This is an optimization exercise on Yosys and OpenROAD, whose aim is small area, a short achievable clock period and few clock cycles per item, not a production implementation.
In this exercise RTL edits were held to simulation tests only and were not proved equivalent to the original.

==> run K: inputs <==
// line_follow_pid_steering
module line_follow_pid_steering #(
	parameter int unsigned SENSOR_COUNT = 8
) (
	input  logic                                 clk,
	input  logic                                 arst_n,
	input  logic                                 sensor_valid,
	output logic                                 sensor_ready,
	input  logic [lfps_pkg::SENSORS_MAX-1:0]     sensor_bits,
	output logic                                 wheel_valid,
	input  logic                                 wheel_ready,
	output logic [lfps_pkg::SPEED_W-1:0]         left_drive,
	output logic [lfps_pkg::SPEED_W-1:0]         right_drive,
	output logic [lfps_pkg::ERR_W-1:0]           error_out,
	input  logic                                 psel,
	input  logic                                 penable,
	input  logic                                 pwrite,
	input  logic [lfps_pkg::APB_ADDR_W-1:0]      paddr,
	input  logic [lfps_pkg::APB_DATA_W-1:0]      pwdata,
	output logic [lfps_pkg::APB_DATA_W-1:0]      prdata,
	output logic                                 pready
);
clock: 9.0 ns
lec_check: 0
abc_area: 1
cap_margin: 20
core_margin: 2
core_utilization: 40
setup_slack_margin: 4.35
slew_margin: 20
run.sh (not shown) runs the stock make flow with config.mk's settings and CLKGATE_MAP_FILE= SYNTH_SCRIPT=/design/flow/synth_recipe.tcl, a recipe that flattens the netlist after the stock synthesis.
==> inputs of run B, as changes to run K <==
- TNS_END_PERCENT: default -> 10
==> impl_metrics.yaml <==
sta:
  fin_crit_sh_pct: 52.3
  worstMarginPinSlew_ns: 1.06
layout:
  post-route-util_pct: 47.8
  final_cell_mix: "nand2_1 (981), inv_1 (859), xor2_1 (482), nor2_1 (405), o21ai_0 (374)"
  syn_to_final_growth_pct: 18.7
critical_path:
  rr_endpoint: "u_datapath.s3_b_q[24]$_DFFE_PN_"
  crit_chain: "nand2_4, inv_2, nor2_4, clkinv_4, buf_12, o22ai_4, xor2_2, fa_2, fa_1, fa_2, inv_1, fa_1, inv_1, fa_1, inv_1, fa_1"
cts:
  clk_latency_ns: 0.71
status:
  status: "timing/DRC/antenna clean"
The numbers above come from run K.

==> impl_metrics.yaml <==
status:
  status: "timing/DRC/antenna clean"
layout:
  instances_no_fill: 8141
  final_cell_mix: "nand2_1 (988), inv_1 (909), xor2_1 (487), nor2_1 (433), o21ai_0 (382)"
  num-nonclk-buffers: 347
  syn_to_final_growth_pct: 15.0
cts:
  clk_latency_ns: 0.68
routing:
  route.vias.total: 46000
critical_path:
  rr_endpoint: "u_datapath.s3_b_q[20]$_DFFE_PN_"
  crit_chain: "inv_1, xor2_1, fa_1, fa_1, fa_1, inv_1, fa_1, inv_1, fa_1, inv_1, fa_1"
sta:
  worstMarginPinSlew_ns: 1.03
The numbers above come from run B.

Testbench counts of run K, summed over its fixed seeds: cycles 2,104, items 2,048.
Testbench counts of run B, summed over its fixed seeds: cycles 2,104, items 2,048.

==> run a: inputs <==
Another version of the RTL of line_follow_pid_steering (not shown whole).
Settings: LEC_CHECK=0, ABC_AREA=1, CAP_MARGIN=20, CORE_MARGIN=2, CORE_UTILIZATION=50, SETUP_SLACK_MARGIN=4, SLEW_MARGIN=20, TNS_END_PERCENT=20; clock period 9.0 ns.
==> run b (differences from run a) <==
--- a/flow/design.v
+++ b/flow/design.v
@@ -161,14 +161,47 @@
 	logic       found;
 	assign idx   = {3'(n - 4'd1), s};
 	assign found = (n != 4'd0);
 	assign o     = {found, Q16[idx], Q15[idx], Q14[idx] || !found, Q13[idx], Q12[idx],
 	                Q11[idx], Q10[idx], Q9[idx], Q8[idx], Q7[idx], Q6[idx],
 	                Q5[idx], Q4[idx], Q3[idx], Q2[idx], Q1[idx], Q0[idx]};
 endmodule
+module lfps_bk_add #(
+	parameter int W = 16
+) (
+	input  logic [W-1:0] a,
+	input  logic [W-1:0] b,
+	input  logic         cin,
+	output logic [W-1:0] s,
+	output logic         cout
+);
+	localparam int DMAX = (W > 32) ? 32 : (W > 16) ? 16 : (W > 8) ? 8 : (W > 4) ? 4 : (W > 2) ? 2 : 1;
+	logic [W-1:0] p, g, gg, pp;
+	always_comb begin
+		p  = a ^ b;
+		g  = a & b;
+		gg = g;
+		pp = p;
+		gg[0] = g[0] | (p[0] & cin);
+		for (int d = 1; d < W; d = d * 2) begin
+			for (int i = 2 * d - 1; i < W; i = i + 2 * d) begin
+				gg[i] = gg[i] | (pp[i] & gg[i - d]);
+				pp[i] = pp[i] & pp[i - d];
+			end
+		end
+		for (int d = DMAX; d >= 1; d = d / 2) begin
+			for (int i = 3 * d - 1; i < W; i = i + 2 * d) begin
+				gg[i] = gg[i] | (pp[i] & gg[i - d]);
+				pp[i] = pp[i] & pp[i - d];
+			end
+		end
+		s    = p ^ {gg[W-2:0], cin};
+		cout = gg[W-1];
+	end
+endmodule
 module lfps_datapath (
 	input  logic           clk,
 	input  logic           arst_n,
 	input  logic           adv,
 	input  logic           skid_sel,
 	input  logic           skid_load,
 	input  logic           upd,
@@ -334,19 +367,30 @@
 			pe_q      <= e;
 			pe_cls_q  <= cls;
 			pe_nz_q   <= e_nz;
 			pe_frac_q <= e_fr;
 			integ_q   <= integ_new;
 		end
 	end
+	logic [12:0] de_f, e_f13, pe_n13;
+	logic        de_co;
+	assign e_f13  = 13'(e_f);
+	assign pe_n13 = ~(13'(pe_q));
+	lfps_bk_add #(.W(13)) u_de (
+		.a    (e_f13),
+		.b    (pe_n13),
+		.cin  (1'b1),
+		.s    (de_f),
+		.cout (de_co)
+	);
 	always_ff @(posedge clk) begin
 		if (adv) begin
 			s2_raw_q <= raw;
 			s2_ez_q  <= m_found && m_db;
-			s2_de_q  <= m_found ? 13'(e_f) - 13'(pe_q) : 13'sd0;
+			s2_de_q  <= m_found ? de_f : 13'sd0;
 		end
 	end
 	logic signed [11:0] e3;
 	logic [40:8]        mac_a, mac_b;
 	logic               mac_c8;
 	logic [40:8]        s3_a_q, s3_b_q;
 	logic               s3_c8_q;
@@ -371,38 +415,50 @@
 			s3_raw_q <= s2_raw_q;
 		end
 	end
 	logic [32:0]        acc;      
 	logic signed [24:0] s4_acc_q;
 	logic               s4_frac_q;
 	logic signed [11:0] s4_raw_q;
-	always_comb begin
-		acc = s3_a_q + s3_b_q + 33'(s3_c8_q);
-	end
+	logic acc_co;
+	lfps_bk_add #(.W(33)) u_acc (
+		.a    (s3_a_q),
+		.b    (s3_b_q),
+		.cin  (s3_c8_q),
+		.s    (acc),
+		.cout (acc_co)
+	);
 	always_ff @(posedge clk) begin
 		if (adv) begin
 			s4_acc_q  <= $signed(acc[32:8]);
 			s4_frac_q <= (acc[7:0] != 8'h00);
 			s4_raw_q  <= s3_raw_q;
 		end
 	end
 	logic signed [24:0] acc_hi;
 	logic signed [15:0] sl;
 	logic signed [15:0] sv;
 	logic               svf, hi_ovf, lo_ovf, at_sl;
-	logic [15:0]        lo_sum;
+	logic [14:0]        lo_s;
+	logic               lo_co;
+	lfps_bk_add #(.W(15)) u_lo (
+		.a    (s4_acc_q[14:0]),
+		.b    (cfg.steer_limit),
+		.cin  (1'b0),
+		.s    (lo_s),
+		.cout (lo_co)
+	);
 	logic signed [15:0] s5_sv_q;
 	logic               s5_svf_q;
 	logic signed [11:0] s5_raw_q;
 	always_comb begin
 		acc_hi = s4_acc_q;
 		sl     = $signed({1'b0, cfg.steer_limit});
 		hi_ovf = !acc_hi[24] && ((acc_hi[23:15] != 9'h000) || (acc_hi[14:0] > sl[14:0]));
-		lo_sum = {1'b0, acc_hi[14:0]} + {1'b0, sl[14:0]};
-		lo_ovf = acc_hi[24] && ((acc_hi[23:15] != 9'h1FF) || !lo_sum[15]);
+		lo_ovf = acc_hi[24] && ((acc_hi[23:15] != 9'h1FF) || !lo_co);
 		at_sl  = !acc_hi[24] && (acc_hi[23:15] == 9'h000) && (acc_hi[14:0] == sl[14:0]);
 		if (hi_ovf) begin
 			sv = sl;
 		end else if (lo_ovf) begin
 			sv = -sl;
 		end else begin
 			sv = 16'(acc_hi);
@@ -412,26 +468,33 @@
 	always_ff @(posedge clk) begin
 		if (adv) begin
 			s5_sv_q  <= sv;
 			s5_svf_q <= svf;
 			s5_raw_q <= s4_raw_q;
 		end
 	end
-	logic signed [16:0] lsum, rsum, k, lk, rk;
+	logic signed [16:0] lsum, rsum, k_q, lk, rk;
+	logic [3:0]         o_co;
 	logic [14:0] lw, rw;
 	logic [14:0] l_q, r_q;
 	logic [11:0] err_q;
+	logic [16:0] nd17, sv17, sv17_n;
+	assign nd17   = {2'b00, cfg.nominal_drive};
+	assign sv17   = 17'(s5_sv_q);
+	assign sv17_n = ~sv17;
+	lfps_bk_add #(.W(17)) u_lsum (.a(nd17), .b(sv17),    .cin(1'b0),       .s(lsum), .cout(o_co[0]));
+	lfps_bk_add #(.W(17)) u_rsum (.a(nd17), .b(sv17_n), .cin(!s5_svf_q),  .s(rsum), .cout(o_co[1]));
+	lfps_bk_add #(.W(17)) u_lk   (.a(k_q),  .b(sv17_n), .cin(1'b1),       .s(lk),   .cout(o_co[2]));
+	lfps_bk_add #(.W(17)) u_rk   (.a(k_q),  .b(sv17),    .cin(s5_svf_q),   .s(rk),   .cout(o_co[3]));
 	always_comb begin
-		k    = 17'($signed({2'b00, cfg.drive_cap})) - 17'($signed({2'b00, cfg.nominal_drive}));
-		lsum = 17'($signed({2'b00, cfg.nominal_drive})) + 17'(s5_sv_q);
-		rsum = 17'($signed({2'b00, cfg.nominal_drive})) + 17'(~s5_sv_q) + 17'(!s5_svf_q);
-		lk   = k + 17'(~s5_sv_q) + 17'sd1;    
-		rk   = k + 17'(s5_sv_q) + 17'(s5_svf_q);  
-		lw   = lsum[16] ? 15'd0 : (lk[16] ? cfg.drive_cap : lsum[14:0]);
-		rw   = rsum[16] ? 15'd0 : (rk[16] ? cfg.drive_cap : rsum[14:0]);
+		lw = lsum[16] ? 15'd0 : (lk[16] ? cfg.drive_cap : lsum[14:0]);
+		rw = rsum[16] ? 15'd0 : (rk[16] ? cfg.drive_cap : rsum[14:0]);
+	end
+	always_ff @(posedge clk) begin
+		k_q <= 17'($signed({2'b00, cfg.drive_cap})) - 17'($signed({2'b00, cfg.nominal_drive}));
 	end
 	always_ff @(posedge clk) begin
 		if (adv) begin
 			l_q   <= lw;
 			r_q   <= rw;
 			err_q <= s5_raw_q;
 		end
- TNS_END_PERCENT: 20 -> not set
==> run c (differences from run a) <==
--- a/flow/design.v
+++ b/flow/design.v
@@ -80,48 +80,38 @@
 	input  logic clk,
 	input  logic arst_n,
 	input  logic in_valid,
 	output logic in_ready,
 	output logic out_valid,
 	input  logic out_ready,
 	output logic adv,       
-	output logic skid_sel,  
-	output logic skid_load,
 	output logic upd        
 );
-	logic skid_q, v0_q, v1_q, v2_q, v3_q, v4_q, v5_q, ov_q;
-	logic in_fire;
-	assign in_ready  = !skid_q;
-	assign in_fire   = in_valid && !skid_q;
+	logic v0_q, v1_q, v2_q, v3_q, v4_q, v5_q, ov_q;
 	assign out_valid = ov_q;
 	assign adv       = !ov_q || out_ready;
-	assign skid_sel  = skid_q;
-	assign skid_load = in_fire && !adv;
+	assign in_ready  = adv;
 	assign upd       = adv && v1_q;
 	always_ff @(posedge clk or negedge arst_n) begin
 		if (!arst_n) begin
-			skid_q <= 1'b0;
 			v0_q   <= 1'b0;
 			v1_q   <= 1'b0;
 			v2_q   <= 1'b0;
 			v3_q   <= 1'b0;
 			v4_q   <= 1'b0;
 			v5_q   <= 1'b0;
 			ov_q   <= 1'b0;
 		end else if (adv) begin
-			skid_q <= 1'b0;
-			v0_q   <= skid_q || in_fire;
+			v0_q   <= in_valid;
 			v1_q   <= v0_q;
 			v2_q   <= v1_q;
 			v3_q   <= v2_q;
 			v4_q   <= v3_q;
 			v5_q   <= v4_q;
 			ov_q   <= v5_q;
-		end else if (in_fire) begin
-			skid_q <= 1'b1;
 		end
 	end
 endmodule
 module lfps_sense_sum (
 	input  logic [7:0]        bits,
 	output logic signed [4:0] s,
 	output logic [3:0]        n
@@ -165,38 +155,32 @@
 	                Q11[idx], Q10[idx], Q9[idx], Q8[idx], Q7[idx], Q6[idx],
 	                Q5[idx], Q4[idx], Q3[idx], Q2[idx], Q1[idx], Q0[idx]};
 endmodule
 module lfps_datapath (
 	input  logic           clk,
 	input  logic           arst_n,
 	input  logic           adv,
-	input  logic           skid_sel,
-	input  logic           skid_load,
 	input  logic           upd,
 	input  lfps_pkg::cfg_t cfg,
 	input  logic [7:0]     sensor_bits,
 	output logic [14:0]    left_drive,
 	output logic [14:0]    right_drive,
 	output logic [11:0]    error_out
 );
-	logic signed [4:0] in_s, skid_s_q, s0_s_q;
-	logic [3:0]        in_n, skid_n_q, s0_n_q;
+	logic signed [4:0] in_s, s0_s_q;
+	logic [3:0]        in_n, s0_n_q;
 	lfps_sense_sum u_sum (
 		.bits (sensor_bits),
 		.s    (in_s),
 		.n    (in_n)
 	);
 	always_ff @(posedge clk) begin
-		if (skid_load) begin
-			skid_s_q <= in_s;
-			skid_n_q <= in_n;
-		end
 		if (adv) begin
-			s0_s_q <= skid_sel ? skid_s_q : in_s;
-			s0_n_q <= skid_sel ? skid_n_q : in_n;
+			s0_s_q <= in_s;
+			s0_n_q <= in_n;
 		end
 	end
 	logic [17:0] lut_o;
 	logic        m_found, m_efr, m_neg, m_db;
 	logic [1:0]  m_cls;
 	logic signed [11:0] m_mean;
 	lfps_mean_lut u_lut (
@@ -412,28 +396,30 @@
 	always_ff @(posedge clk) begin
 		if (adv) begin
 			s5_sv_q  <= sv;
 			s5_svf_q <= svf;
 			s5_raw_q <= s4_raw_q;
 		end
 	end
-	logic signed [16:0] lsum, rsum, k, lk, rk;
+	logic signed [16:0] lsum, rsum, k_q, lk, rk;
 	logic [14:0] lw, rw;
 	logic [14:0] l_q, r_q;
 	logic [11:0] err_q;
 	always_comb begin
-		k    = 17'($signed({2'b00, cfg.drive_cap})) - 17'($signed({2'b00, cfg.nominal_drive}));
 		lsum = 17'($signed({2'b00, cfg.nominal_drive})) + 17'(s5_sv_q);
 		rsum = 17'($signed({2'b00, cfg.nominal_drive})) + 17'(~s5_sv_q) + 17'(!s5_svf_q);
-		lk   = k + 17'(~s5_sv_q) + 17'sd1;    
-		rk   = k + 17'(s5_sv_q) + 17'(s5_svf_q);  
+		lk   = k_q + 17'(~s5_sv_q) + 17'sd1;    
+		rk   = k_q + 17'(s5_sv_q) + 17'(s5_svf_q);  
 		lw   = lsum[16] ? 15'd0 : (lk[16] ? cfg.drive_cap : lsum[14:0]);
 		rw   = rsum[16] ? 15'd0 : (rk[16] ? cfg.drive_cap : rsum[14:0]);
 	end
 	always_ff @(posedge clk) begin
+		k_q <= 17'($signed({2'b00, cfg.drive_cap})) - 17'($signed({2'b00, cfg.nominal_drive}));
+	end
+	always_ff @(posedge clk) begin
 		if (adv) begin
 			l_q   <= lw;
 			r_q   <= rw;
 			err_q <= s5_raw_q;
 		end
 	end
 	assign left_drive  = l_q;
@@ -1727,15 +1713,15 @@
 	input  logic                                 pwrite,
 	input  logic [lfps_pkg::APB_ADDR_W-1:0]      paddr,
 	input  logic [lfps_pkg::APB_DATA_W-1:0]      pwdata,
 	output logic [lfps_pkg::APB_DATA_W-1:0]      prdata,
 	output logic                                 pready
 );
 	lfps_pkg::cfg_t cfg;
-	logic           adv, skid_sel, skid_load, upd;
+	logic           adv, upd;
 	lfps_cfg_regs u_cfg_regs (
 		.clk     (clk),
 		.arst_n  (arst_n),
 		.psel    (psel),
 		.penable (penable),
 		.pwrite  (pwrite),
 		.paddr   (paddr),
@@ -1748,24 +1734,20 @@
 		.clk       (clk),
 		.arst_n    (arst_n),
 		.in_valid  (sensor_valid),
 		.in_ready  (sensor_ready),
 		.out_valid (wheel_valid),
 		.out_ready (wheel_ready),
 		.adv       (adv),
-		.skid_sel  (skid_sel),
-		.skid_load (skid_load),
 		.upd       (upd)
 	);
 	lfps_datapath u_datapath (
 		.clk         (clk),
 		.arst_n      (arst_n),
 		.adv         (adv),
-		.skid_sel    (skid_sel),
-		.skid_load   (skid_load),
 		.upd         (upd),
 		.cfg         (cfg),
 		.sensor_bits (sensor_bits),
 		.left_drive  (left_drive),
 		.right_drive (right_drive),
 		.error_out   (error_out)
 	);
- CORE_UTILIZATION: 50 -> 40
- SETUP_SLACK_MARGIN: 4 -> 3.6
- TNS_END_PERCENT: 20 -> not set
==> run d (differences from run a) <==
--- a/flow/design.v
+++ b/flow/design.v
@@ -59,69 +59,65 @@
 				lfps_pkg::REG_DRIVE_CAP:     cfg_q.drive_cap       <= pwdata[14:0];
 				lfps_pkg::REG_STEER_LIMIT:   cfg_q.steer_limit     <= pwdata[14:0];
 				lfps_pkg::REG_INTEG_LIMITS:  cfg_q.integral_limits <= pwdata[47:0];
 				default: ;
 			endcase
 		end
 	end
+	logic [47:0] rd_mux;
+	logic [47:0] rd_q;
 	always_comb begin
 		unique case (reg_idx)
-			lfps_pkg::REG_GAIN_P:        prdata = 64'(cfg_q.gain_p);
-			lfps_pkg::REG_GAIN_I:        prdata = 64'(cfg_q.gain_i);
-			lfps_pkg::REG_GAIN_D:        prdata = 64'(cfg_q.gain_d);
-			lfps_pkg::REG_NOMINAL_DRIVE: prdata = 64'(cfg_q.nominal_drive);
-			lfps_pkg::REG_DRIVE_CAP:     prdata = 64'(cfg_q.drive_cap);
-			lfps_pkg::REG_STEER_LIMIT:   prdata = 64'(cfg_q.steer_limit);
-			lfps_pkg::REG_INTEG_LIMITS:  prdata = 64'(cfg_q.integral_limits);
-			default:                     prdata = '0;
+			lfps_pkg::REG_GAIN_P:        rd_mux = 48'(cfg_q.gain_p);
+			lfps_pkg::REG_GAIN_I:        rd_mux = 48'(cfg_q.gain_i);
+			lfps_pkg::REG_GAIN_D:        rd_mux = 48'(cfg_q.gain_d);
+			lfps_pkg::REG_NOMINAL_DRIVE: rd_mux = 48'(cfg_q.nominal_drive);
+			lfps_pkg::REG_DRIVE_CAP:     rd_mux = 48'(cfg_q.drive_cap);
+			lfps_pkg::REG_STEER_LIMIT:   rd_mux = 48'(cfg_q.steer_limit);
+			lfps_pkg::REG_INTEG_LIMITS:  rd_mux = cfg_q.integral_limits;
+			default:                     rd_mux = '0;
 		endcase
 	end
+	always_ff @(posedge clk) begin
+		rd_q <= rd_mux;
+	end
+	assign prdata = {16'h0000, rd_q};
 endmodule
 module lfps_ctrl (
 	input  logic clk,
 	input  logic arst_n,
 	input  logic in_valid,
 	output logic in_ready,
 	output logic out_valid,
 	input  logic out_ready,
 	output logic adv,       
-	output logic skid_sel,  
-	output logic skid_load,
 	output logic upd        
 );
-	logic skid_q, v0_q, v1_q, v2_q, v3_q, v4_q, v5_q, ov_q;
-	logic in_fire;
-	assign in_ready  = !skid_q;
-	assign in_fire   = in_valid && !skid_q;
+	logic v0_q, v1_q, v2_q, v3_q, v4_q, v5_q, ov_q;
 	assign out_valid = ov_q;
 	assign adv       = !ov_q || out_ready;
-	assign skid_sel  = skid_q;
-	assign skid_load = in_fire && !adv;
+	assign in_ready  = adv;
 	assign upd       = adv && v1_q;
 	always_ff @(posedge clk or negedge arst_n) begin
 		if (!arst_n) begin
-			skid_q <= 1'b0;
 			v0_q   <= 1'b0;
 			v1_q   <= 1'b0;
 			v2_q   <= 1'b0;
 			v3_q   <= 1'b0;
 			v4_q   <= 1'b0;
 			v5_q   <= 1'b0;
 			ov_q   <= 1'b0;
 		end else if (adv) begin
-			skid_q <= 1'b0;
-			v0_q   <= skid_q || in_fire;
+			v0_q   <= in_valid;
 			v1_q   <= v0_q;
 			v2_q   <= v1_q;
 			v3_q   <= v2_q;
 			v4_q   <= v3_q;
 			v5_q   <= v4_q;
 			ov_q   <= v5_q;
-		end else if (in_fire) begin
-			skid_q <= 1'b1;
 		end
 	end
 endmodule
 module lfps_sense_sum (
 	input  logic [7:0]        bits,
 	output logic signed [4:0] s,
 	output logic [3:0]        n
@@ -165,38 +161,32 @@
 	                Q11[idx], Q10[idx], Q9[idx], Q8[idx], Q7[idx], Q6[idx],
 	                Q5[idx], Q4[idx], Q3[idx], Q2[idx], Q1[idx], Q0[idx]};
 endmodule
 module lfps_datapath (
 	input  logic           clk,
 	input  logic           arst_n,
 	input  logic           adv,
-	input  logic           skid_sel,
-	input  logic           skid_load,
 	input  logic           upd,
 	input  lfps_pkg::cfg_t cfg,
 	input  logic [7:0]     sensor_bits,
 	output logic [14:0]    left_drive,
 	output logic [14:0]    right_drive,
 	output logic [11:0]    error_out
 );
-	logic signed [4:0] in_s, skid_s_q, s0_s_q;
-	logic [3:0]        in_n, skid_n_q, s0_n_q;
+	logic signed [4:0] in_s, s0_s_q;
+	logic [3:0]        in_n, s0_n_q;
 	lfps_sense_sum u_sum (
 		.bits (sensor_bits),
 		.s    (in_s),
 		.n    (in_n)
 	);
 	always_ff @(posedge clk) begin
-		if (skid_load) begin
-			skid_s_q <= in_s;
-			skid_n_q <= in_n;
-		end
 		if (adv) begin
-			s0_s_q <= skid_sel ? skid_s_q : in_s;
-			s0_n_q <= skid_sel ? skid_n_q : in_n;
+			s0_s_q <= in_s;
+			s0_n_q <= in_n;
 		end
 	end
 	logic [17:0] lut_o;
 	logic        m_found, m_efr, m_neg, m_db;
 	logic [1:0]  m_cls;
 	logic signed [11:0] m_mean;
 	lfps_mean_lut u_lut (
@@ -412,28 +402,30 @@
 	always_ff @(posedge clk) begin
 		if (adv) begin
 			s5_sv_q  <= sv;
 			s5_svf_q <= svf;
 			s5_raw_q <= s4_raw_q;
 		end
 	end
-	logic signed [16:0] lsum, rsum, k, lk, rk;
+	logic signed [16:0] lsum, rsum, k_q, lk, rk;
 	logic [14:0] lw, rw;
 	logic [14:0] l_q, r_q;
 	logic [11:0] err_q;
 	always_comb begin
-		k    = 17'($signed({2'b00, cfg.drive_cap})) - 17'($signed({2'b00, cfg.nominal_drive}));
 		lsum = 17'($signed({2'b00, cfg.nominal_drive})) + 17'(s5_sv_q);
 		rsum = 17'($signed({2'b00, cfg.nominal_drive})) + 17'(~s5_sv_q) + 17'(!s5_svf_q);
-		lk   = k + 17'(~s5_sv_q) + 17'sd1;    
-		rk   = k + 17'(s5_sv_q) + 17'(s5_svf_q);  
+		lk   = k_q + 17'(~s5_sv_q) + 17'sd1;    
+		rk   = k_q + 17'(s5_sv_q) + 17'(s5_svf_q);  
 		lw   = lsum[16] ? 15'd0 : (lk[16] ? cfg.drive_cap : lsum[14:0]);
 		rw   = rsum[16] ? 15'd0 : (rk[16] ? cfg.drive_cap : rsum[14:0]);
 	end
 	always_ff @(posedge clk) begin
+		k_q <= 17'($signed({2'b00, cfg.drive_cap})) - 17'($signed({2'b00, cfg.nominal_drive}));
+	end
+	always_ff @(posedge clk) begin
 		if (adv) begin
 			l_q   <= lw;
 			r_q   <= rw;
 			err_q <= s5_raw_q;
 		end
 	end
 	assign left_drive  = l_q;
@@ -1727,15 +1719,15 @@
 	input  logic                                 pwrite,
 	input  logic [lfps_pkg::APB_ADDR_W-1:0]      paddr,
 	input  logic [lfps_pkg::APB_DATA_W-1:0]      pwdata,
 	output logic [lfps_pkg::APB_DATA_W-1:0]      prdata,
 	output logic                                 pready
 );
 	lfps_pkg::cfg_t cfg;
-	logic           adv, skid_sel, skid_load, upd;
+	logic           adv, upd;
 	lfps_cfg_regs u_cfg_regs (
 		.clk     (clk),
 		.arst_n  (arst_n),
 		.psel    (psel),
 		.penable (penable),
 		.pwrite  (pwrite),
 		.paddr   (paddr),
@@ -1748,24 +1740,20 @@
 		.clk       (clk),
 		.arst_n    (arst_n),
 		.in_valid  (sensor_valid),
 		.in_ready  (sensor_ready),
 		.out_valid (wheel_valid),
 		.out_ready (wheel_ready),
 		.adv       (adv),
-		.skid_sel  (skid_sel),
-		.skid_load (skid_load),
 		.upd       (upd)
 	);
 	lfps_datapath u_datapath (
 		.clk         (clk),
 		.arst_n      (arst_n),
 		.adv         (adv),
-		.skid_sel    (skid_sel),
-		.skid_load   (skid_load),
 		.upd         (upd),
 		.cfg         (cfg),
 		.sensor_bits (sensor_bits),
 		.left_drive  (left_drive),
 		.right_drive (right_drive),
 		.error_out   (error_out)
 	);
- CORE_UTILIZATION: 50 -> 40
- SETUP_SLACK_MARGIN: 4 -> 4.25
- TNS_END_PERCENT: 20 -> not set
==> comparison table <==
item                                                                                     run a                        run c                        run b                    run d
Status                                                                timing/DRC/antenna clean     timing/DRC/antenna clean     timing/DRC/antenna clean  timing/DRC/antenna clean
Inverters                                                                                  944                          971                          918                      962
Fraction of standard cell area in multi-input logic                                      58.9%                        59.5%                        58.4%                    57.5%
Number of antenna violations at the first check in global routing                            5                            4                            2                        5
Type of element launching the critical path                                      primary input                primary input                primary input                flip-flop
Minimum setup slack in the final design                                                3.89 ns                      3.56 ns                      3.93 ns                  3.96 ns
Diode insertion count for antenna repair                                                     3                            1                            1                        0
Timing endpoint of the critical path                                                prdata[14]                   prdata[11]                   prdata[11]    u_datapath.s3_b_q[24]
End point of the worst hold path                                           u_datapath.err_q[8]      u_datapath.s4_raw_q[10]       u_datapath.s4_raw_q[3]  u_datapath.s4_raw_q[10]
Maximum number of pins on one net before global-route repair                               143                           95                          133                       93
WL per Instance                                                                        23.7 um                      22.6 um                      23.4 um                  23.2 um
Sequential cells                                                                           429                          435                          445                      483
Post-synthesis adder-cell area fraction                                                  23.3%                        23.1%                        24.5%                    22.6%
Placed cell count                                                                         7302                         7729                         7155                     7779
Share of the synthesized netlist area taken by xor and xnor gates                        9.05%                        8.99%                        8.74%                    8.84%
WP depth                                                                                     7                            8                           10                       18
Global-route met2 utilization                                                            55.4%                        42.8%                        54.8%                    45.1%
Area fraction in and, or, nand and nor cells after synthesis                             15.3%                        15.7%                        15.2%                    15.3%
Ys Warns                                                                                     4                            4                            8                        4
Number of ordinary and repair buffers in the finished layout                               415                          275                          435                      428
Crit Path Class                                                    primary input to output pin  primary input to output pin  primary input to output pin   flip-flop to flip-flop
Data arrival time of the critical path                                                 3.31 ns                      3.64 ns                      3.27 ns                  5.43 ns
Worst reg-to-reg path cell count                                                            16                           14                           20                       18
Testbench counts of run a, summed over its fixed seeds: cycles 2,104, items 2,048.
Testbench counts of run b, summed over its fixed seeds: cycles 2,104, items 2,048.
Testbench counts of run c, summed over its fixed seeds: cycles 2,104, items 2,048.
Testbench counts of run d, summed over its fixed seeds: cycles 2,104, items 2,048.

==> afterwards: timing with drivers on the ports <==
Ports are ideal in the flow. The routed layouts listed here were re-timed in OpenROAD.
Step 1: set_driving_cell puts a clkbuf_16 on clk and a buf_2 on each other input, an assumption about the parent block.
Step 2 moves the port delays by t, midway between the first and last clock arrival at a register: inputs arrive t later, outputs are due t later. That takes back most of the time a late clock gives input paths.
Three values: ideal ports, drivers, drivers and shift; two values: the first two.
run	t, ns	setup slack, ns	clock arrival spread, ns	worst register clock-pin slew, ns	worst data-port slew with drivers (ns)
run K of note 1	0.752	4.293 / 4.293 / 3.845	0.066 / 0.066	0.07 / 0.07	0.05
run B of note 1	0.728	4.146 / 4.146 / 4.130	0.054 / 0.054	0.07 / 0.07	0.12
run a of note 2	0.716	3.893 / 3.864 / 3.864	0.050 / 0.050	0.07 / 0.07	0.08
run b of note 2	0.724	3.932 / 3.861 / 3.720	0.052 / 0.052	0.07 / 0.07	0.09
run c of note 2	0.735	3.561 / 3.518 / 3.518	0.059 / 0.060	0.08 / 0.08	0.08
run d of note 2	0.742	3.956 / 3.956 / 3.922	0.029 / 0.029	0.08 / 0.08	0.06
After both steps every run listed still meets setup and hold. For run K of note 1, which loses most, drivers alone change the setup slack by 0.000 ns; drivers and shift together by -0.448 ns.
